From an optimization exercise on the open Yosys and OpenROAD flow, aimed at small area; shortcuts taken in it are not production practice.
Only simulation tests tie the RTL to the original design; equivalence was not proved.
Power is estimated from default activity; no workload was simulated.

==> design/flow/design.v <==
`timescale 1ns/1ps
package game_pkg;
    localparam int ring_slots = 96;    
    localparam int word_bits  = 8;
endpackage
`timescale 1ns/1ps
`timescale 1ns/1ps
`timescale 1ns/1ps
`timescale 1ns/1ps
`timescale 1ns/1ps
module game_top (
    input  logic        clock,
    input  logic        reset,
    input  logic        keyboard_ready,
    input  logic [2:0]  keyboard_data,
    output logic        key_read_fin,
    input  logic        psel,
    input  logic        penable,
    input  logic        pwrite,
    input  logic [11:0] paddr,
    input  logic [31:0] pwdata,
    output logic [31:0] prdata,
    output logic        pready,
    output logic        pslverr
);
    localparam int N = game_pkg::ring_slots;
    localparam int WB = game_pkg::word_bits;
    localparam logic [1:0] S_IDLE  = 2'd0;
    localparam logic [1:0] S_SPACE = 2'd1;
    localparam logic [1:0] S_READ  = 2'd2;
    localparam logic [1:0] S_WRITE = 2'd3;
    logic [N*WB-1:0] ring;           
    logic [WB-1:0]   head_word;
    logic [WB-1:0]   back_word;      
    logic [3:0]      hh, hv;         
    logic            filling;
    assign head_word = ring[WB-1:0];
    always_ff @(posedge clock) begin
        ring <= {back_word, ring[N*WB-1:WB]};
    end
    always_ff @(posedge clock) begin
        if (reset) begin
            hh      <= 4'd0;
            hv      <= 4'd0;
            filling <= 1'b1;
        end else begin
            if (hv == 4'd4 && hh == 4'd9) begin    
                hh <= 4'd4;
                hv <= 4'd5;
            end else if (hh == 4'd9) begin
                hh <= 4'd0;
                hv <= (hv == 4'd9) ? 4'd0 : hv + 4'd1;
                if (hv == 4'd9) filling <= 1'b0;
            end else begin
                hh <= hh + 4'd1;
            end
        end
    end
    logic [1:0] state;
    logic [3:0] cur_h, cur_v;
    logic       mv;              
    logic       half;            
    logic       player;          
    logic [1:0] dir;             
    logic       f_src, f_tgt;    
    logic       t_free;          
    logic [6:0] src_t;           
    logic       accept;
    logic [1:0] dsel;
    logic [3:0] tgt_h, tgt_v;
    logic       on_board;
    logic       at_src, at_tgt;
    logic [6:0] moved;
    logic [6:0] kept;
    logic       seen_src, seen_tgt;
    assign accept = (state == S_IDLE) && !filling && keyboard_ready && !key_read_fin;
    assign dsel   = (state == S_IDLE) ? keyboard_data[1:0] : dir;
    always_comb begin
        tgt_h    = cur_h;
        tgt_v    = cur_v;
        on_board = 1'b0;
        case (dsel)
            2'd0: begin on_board = (cur_v != 4'd0); tgt_v = cur_v - 4'd1; end
            2'd1: begin on_board = (cur_h != 4'd0); tgt_h = cur_h - 4'd1; end
            2'd2: begin on_board = (cur_v != 4'd9); tgt_v = cur_v + 4'd1; end
            default: begin on_board = (cur_h != 4'd9); tgt_h = cur_h + 4'd1; end
        endcase
    end
    assign at_src = (hh == cur_h) && (hv == cur_v);
    assign at_tgt = (hh == tgt_h) && (hv == tgt_v);
    assign moved  = half ? {1'b0, src_t[6:1]} : src_t - 7'd1;
    assign kept   = half ? src_t - {1'b0, src_t[6:1]} : 7'd1;
    assign seen_src = f_src || at_src;
    assign seen_tgt = f_tgt || at_tgt;
    always_comb begin
        back_word = head_word;
        if (filling) begin
            if (hh == 4'd2 && hv == 4'd3)      back_word = {1'b0, 7'h57};
            else if (hh == 4'd8 && hv == 4'd7) back_word = {1'b1, 7'h59};
            else                               back_word = '0;
        end else if (state == S_WRITE) begin
            if (at_tgt)      back_word = {player, moved};
            else if (at_src) back_word = {player, kept};
        end
    end
    always_ff @(posedge clock) begin
        if (reset) begin
            state        <= S_IDLE;
            key_read_fin <= 1'b0;
            cur_h        <= 4'd0;
            cur_v        <= 4'd0;
            mv           <= 1'b0;
            half         <= 1'b0;
            player       <= 1'b0;
        end else begin
            key_read_fin <= accept;
            case (state)
                S_IDLE: begin
                    f_src <= 1'b0;
                    f_tgt <= 1'b0;
                    dir   <= keyboard_data[1:0];
                    if (accept) begin
                        if (!keyboard_data[2]) begin
                            if (on_board) begin
                                if (!mv) begin
                                    cur_h <= tgt_h;
                                    cur_v <= tgt_v;
                                end else if (!(tgt_v == 4'd5 && tgt_h <= 4'd3)) begin
                                    state <= S_READ;    
                                end
                            end
                        end else if (keyboard_data[1:0] == 2'd0) begin    
                            if (mv) begin
                                mv   <= 1'b0;
                                half <= 1'b0;
                            end else if (!(cur_v == 4'd5 && cur_h <= 4'd3)) begin
                                state <= S_SPACE;    
                            end
                        end else if (keyboard_data[1:0] == 2'd1) begin    
                            if (mv) half <= !half;
                        end
                    end
                end
                S_SPACE: begin
                    if (at_src) begin
                        if (head_word[6:1] != 6'd0 && head_word[7] == player) begin
                            mv   <= 1'b1;
                            half <= 1'b0;
                        end
                        state <= S_IDLE;
                    end
                end
                S_READ: begin
                    if (at_src) begin
                        src_t <= head_word[6:0];
                        f_src <= 1'b1;
                    end
                    if (at_tgt) begin
                        t_free <= (head_word[6:0] == 7'd0);
                        f_tgt  <= 1'b1;
                    end
                    if (seen_src && seen_tgt) begin
                        f_src <= 1'b0;
                        f_tgt <= 1'b0;
                        if (at_tgt ? (head_word[6:0] == 7'd0) : t_free) state <= S_WRITE;
                        else                                             state <= S_IDLE;
                    end
                end
                default: begin    
                    if (at_src) f_src <= 1'b1;
                    if (at_tgt) f_tgt <= 1'b1;
                    if (seen_src && seen_tgt) begin
                        state  <= S_IDLE;
                        player <= !player;
                        mv     <= 1'b0;
                        half   <= 1'b0;
                        cur_h  <= player ? 4'd2 : 4'd8;
                        cur_v  <= player ? 4'd3 : 4'd7;
                    end
                end
            endcase
        end
    end
    logic       access;
    logic       cell_rd, status_rd, err;
    logic       mount;
    logic [6:0] head_idx;
    logic       city, crown;
    logic [6:0] troop;
    logic       idle;
    assign idle      = (state == S_IDLE);
    assign access    = psel && penable;
    assign cell_rd   = !pwrite && (paddr < 12'd100);
    assign status_rd = !pwrite && (paddr == 12'h100);
    assign err       = !cell_rd && !status_rd;
    assign mount     = (paddr[6:0] >= 7'd50) && (paddr[6:0] <= 7'd53);
    assign head_idx  = {hv, 3'b000} + {2'b00, hv, 1'b0} + {3'b000, hh};
    assign pready  = access && (!cell_rd || (!filling && (mount || paddr[6:0] == head_idx)));
    assign pslverr = access && err;
    assign crown = (paddr[6:0] == 7'd32) || (paddr[6:0] == 7'd78);
    assign city  = (paddr[6:0] == 7'd26) || (paddr[6:0] == 7'd84);
    assign troop = head_word[6:0];
    always_comb begin
        prdata = '0;
        if (status_rd) begin
            prdata[3:0]   = cur_h;
            prdata[7:4]   = cur_v;
            prdata[9:8]   = {mv, half};
            prdata[12:10] = {1'b0, player, !player};
            prdata[16]    = idle;
        end else if (mount) begin
            prdata[10:9] = 2'd1;
        end else begin
            prdata[13:11] = (troop == 7'd0) ? 3'd0 : {1'b0, head_word[7], !head_word[7]};
            prdata[10:9]  = crown ? 2'd2 : city ? 2'd3 : 2'd0;
            prdata[6:0]   = (troop == 7'd0 && city) ? 7'h43 : troop;
        end
    end
endmodule
==> design/flow/run.sh <==
#!/bin/bash
# synth_recipe.tcl (not shown) runs the flow's synth.tcl, then flattens the netlist and writes it again
# the make line also repeats each setting of config.mk as NAME=value (left out here)
make -C /OpenROAD-flow-scripts/flow DESIGN_CONFIG=/design/flow/config.mk WORK_HOME=/design/flow/orfs CLKGATE_MAP_FILE= SYNTH_SCRIPT=/design/flow/synth_recipe.tcl finish
==> design/flow/config.mk <==
export PLATFORM = sky130hd
export DESIGN_NAME = game_top
export DESIGN_NICKNAME = game_top
export VERILOG_FILES = /design/flow/design.v
export SDC_FILE = /design/flow/constraint.sdc
export NUM_CORES = 4
export LEC_CHECK = 0
export CAP_MARGIN = 20
export CORE_MARGIN = 2
export CORE_UTILIZATION = 55
export SLEW_MARGIN = 20
==> design/flow/constraint.sdc <==
create_clock -name core_clock -period 10.0 [get_ports {clock}]
set_input_delay 2.0000 -clock core_clock [delete_from_list [all_inputs] [get_ports {clock}]]
set_output_delay 2.0000 -clock core_clock [all_outputs]
set_load 0.01 [all_outputs]
==> impl_metrics.toml <==
[global_route]
grt_antenna_before_repair = 0
gr-total-overflow = 0
grt_max_degree = 24
first_global_vias = 8448
grt_pass1_wl_um = 42500
grt_use_total_pct = 14.7

[placement]
dp_cells = 1720
dpl.hpwl_um = 13900
portBuffers = 37
gp_congestion = 0.842

[timing]
fin_crit_sh_pct = 64.1
relSlewSlack_pct = 43.1
worst_pin_slew_ns = 0.851
rsz0062_at_grt = "false"
tns_ns = 0
hold_viol_final = 0
drv_slew = 0
setup_violations = 0
max_freq_mhz = 156
finalCriticalPeriod_ns = 6.41
skew_ns = 0.0103

[power_and_ir_drop]
power_uw = 6010
power_leakage_uw = 0.00906
p_seq_share_pct = 53.4
p_sw_share_pct = 19.0
combPwrFrac_pct = 0.9
p_clk_share_pct = 45.7
ir_worst_vdd_uv = 193
p_per_area_nw_per_um2 = 269
switchingPower_uw = 1140
p_int_uw = 4870

[logic_synthesis]
ys_seq_area_share_pct = 84.6
postSynthAreaPerCell_sq_um = 15.2
synth_top_area_share_pct = 82.7
synth_ff_type = "dfxtp_1"
synthCells = 1256
synth-async-reset-ratio_pct = 0
synth_cell_types = 67
ys_seq_elements = 803
synth-edff-count = 12
ys_top_cells_by_area = "dfxtp_1 83%, ha_1 2.0%, edfxtp_1 1.9%"
yosysWarnings = 1
synthesis.area_sq_um = 19100
synth_top_cell_by_area = "dfxtp_1"
yosysMostFrequentCell = "dfxtp_1"
synth_commonest_cells = "791 x dfxtp_1, 53 x nand2_1, 41 x nor2_1"

[run]
cap_violations = 0

[final_layout]
diodes = 0
drive_gt1_share_pct = 9.63
stdcell_count = 1847
nNetsFinal = 1426
fillCellCount = 2542
area_growth_pct = 16.8

[cts]
h-tree-depth = 3
clockBufferDepth = 3
clk_latency_ns = 0.58
cts_hold_buf = 0
cts_tree = "built"
cts-root-buf = "clkbuf_16"
numClockSinks = 803
ctsResizeCount = 0
cts_setup_buffers = 0
cts_buffers = 72
path_clk_slew_ns = 0.06

[critical_path]
critical_path.max_stage_delay_ns = 0.57
reg2reg_depth = 15
cp-start-kind = "primary input"
worstPathRequired_ns = 8.00
path_buf_inv = 2
path_cells = "clkdlybuf4s50_1, or4_1, nor2_1, and3_1, nor3b_1, a21oi_1, clkdlybuf4s50_1"
crit_arrival_ns = 4.41
cpLargestDelayFamily = "simple AND/OR/NAND/NOR gates"
cp_slowest_cell = "and3_1"
crit_cells = 7
crit_top_cell = "clkdlybuf4s50_1"
endpoint_kind = "output port"
critPathMaxFanout = 23
critical_path_class = "primary input to output port"

[floorplan]
fp.dieArea_sq_um = 36300
rows = 68
die_w_um = 191
start_util_pct = 55.7
die_height_um = 191
core_area_sq_um = 34400
pin_count = 88

[routing]
drc = 0
vias = 8398
via_per_inst = 4.55
drt_pass1_iterations = 5
wirelength_um = 25200
ant_nets = 0
drt_iter0_drc = 378
wl_per_cell_um = 13.7

[run_status]
status = "timing/DRC/antenna clean"

[worst_hold_path]
hold_path_depth = 0
hp-class = "register to register"
kinds of logic (layout without fill, tap and decap cells):
family          after synthesis  count (layout)  synth area share, %
fa+ha+maj                    34              34                 2.38
simple gates                176             176                 4.54
flops                       803             803                 84.6
xor+xnor                     43              43                 1.97
buf+inv                      75             194                 1.91
compound gates              111             111                 3.82
mux                          13              13                0.778
other cells                   1              18               0.0196
power by group through the flow:
stage                     Clock [uW]  Combinational, uW  Sequential (uW)
after floorplan                    0               39.8             3280
after global placement             0               52.3             3280
after detailed placement           0               53.1             3280
after CTS                       2820               53.3             3210
after global routing            2950               59.4             3210
final                           2750               53.5             3210
stage by stage:
| stage | utilization [%] | setup slack, ns | hold WS [ns] | cell area [sq um] |
|---|---|---|---|---|
| finish | 65.0 | 3.59 | 0.317 | 22400 |
| global route | 65.0 | 3.37 | 0.320 | 22400 |
| CTS | 65.0 | 3.55 | 0.319 | 22400 |
| detailed placement | 57.9 | 3.57 | 0.312 | 19900 |
| global placement | 57.9 | 3.56 | 0.310 | 19900 |
| floorplan | - | 4.68 | 0.310 | 19200 |
state kept, by name, indices dropped and copies added (netlist names), 2 cells and up:
name	cells
cur_h	4
dir	2
src_t	7
hv	4
ring	768
state	2
hh	4
cur_v	4
area by class of cell:
cell class,instances,area [sq um],share of cell area (%)
multi-input combinational,395,2650,11.8
tap,455,569,2.55
timing repair buffer,37,370,1.66
inverter,30,115,0.515
clock buffer,103,2190,9.81
sequential,803,16200,72.5
clock inverter,24,262,1.17
worst register-to-register path, cell delays in order (launching register included):
cell and delay [ns]:
dfxtp_1 0.34, inv_1 0.09, ha_1 0.67, mux2i_1 0.49, inv_1 0.20, nand2_1 0.20
inv_1 0.08, fa_1 0.38, xnor2_1 0.13, mux2_2 0.30, xor2_1 0.14, or3_1 0.53
nor3_4 0.44, o21ai_2 0.18, and2_4 0.23, a211o_1 0.34
routing by layer:
layer / part of all wire [%] / global-route usage, % / wire, um
met2: 40 / 20.4 / 10100
met5: 0 / 0 / 0
met4: 3.7 / 7.66 / 943
met1: 51 / 21.2 / 12900
met3: 5.0 / 3.94 / 1260
path summary, 6_finish.rpt:
path	start	end	slack, ns
worst max-delay path	paddr[7]	prdata[10]	3.59
worst min-delay path	ring[709]	ring[701]	0.32
worst max register to register	state[0]	ring[761]	5.16
worst min register to register	ring[709]	ring[701]	0.32
placed cells by master, fill, tap and decap left out, types with 14 or more instances in the layout:
| master | instances |
|---|---|
| a21oi_1 | 30 |
| nand2_1 | 53 |
| nor2_1 | 41 |
| xnor2_1 | 29 |
| clkbuf_8 | 19 |
| nand3_1 | 15 |
| clkbuf_16 | 76 |
| inv_1 | 28 |
| ha_1 | 30 |
| xor2_1 | 14 |
| o21ai_0 | 30 |
| clkdlybuf4s50_1 | 37 |
| dfxtp_1 | 791 |
| conb_1 | 18 |

-- afterwards: timing with drivers on the ports --
No port has a modelled driver above. Below, the same layout with a new extraction and two added sets of constraints.
Step 1: set_driving_cell puts a clkbuf_16 on clock and a buf_2 on each other input, an assumption about the parent block.
Step 2, shift: input delay + t, output delay - t, t = (earliest + latest rising clock arrival at the registers) / 2. This alone moves slack from input paths to output paths.
a / b / c = ideal ports / drivers / drivers and shift; a / b = the first two.
t (ns): 0.619
slack for setup (ns): 3.592 / 3.570 / 3.570
hold slack, ns: 0.317 / 0.317 / 0.317
worst setup path after step 2: input to output
After both steps setup and hold are still met in this run. For this run, drivers alone change the setup slack by -0.022 ns; drivers and shift together by -0.022 ns.
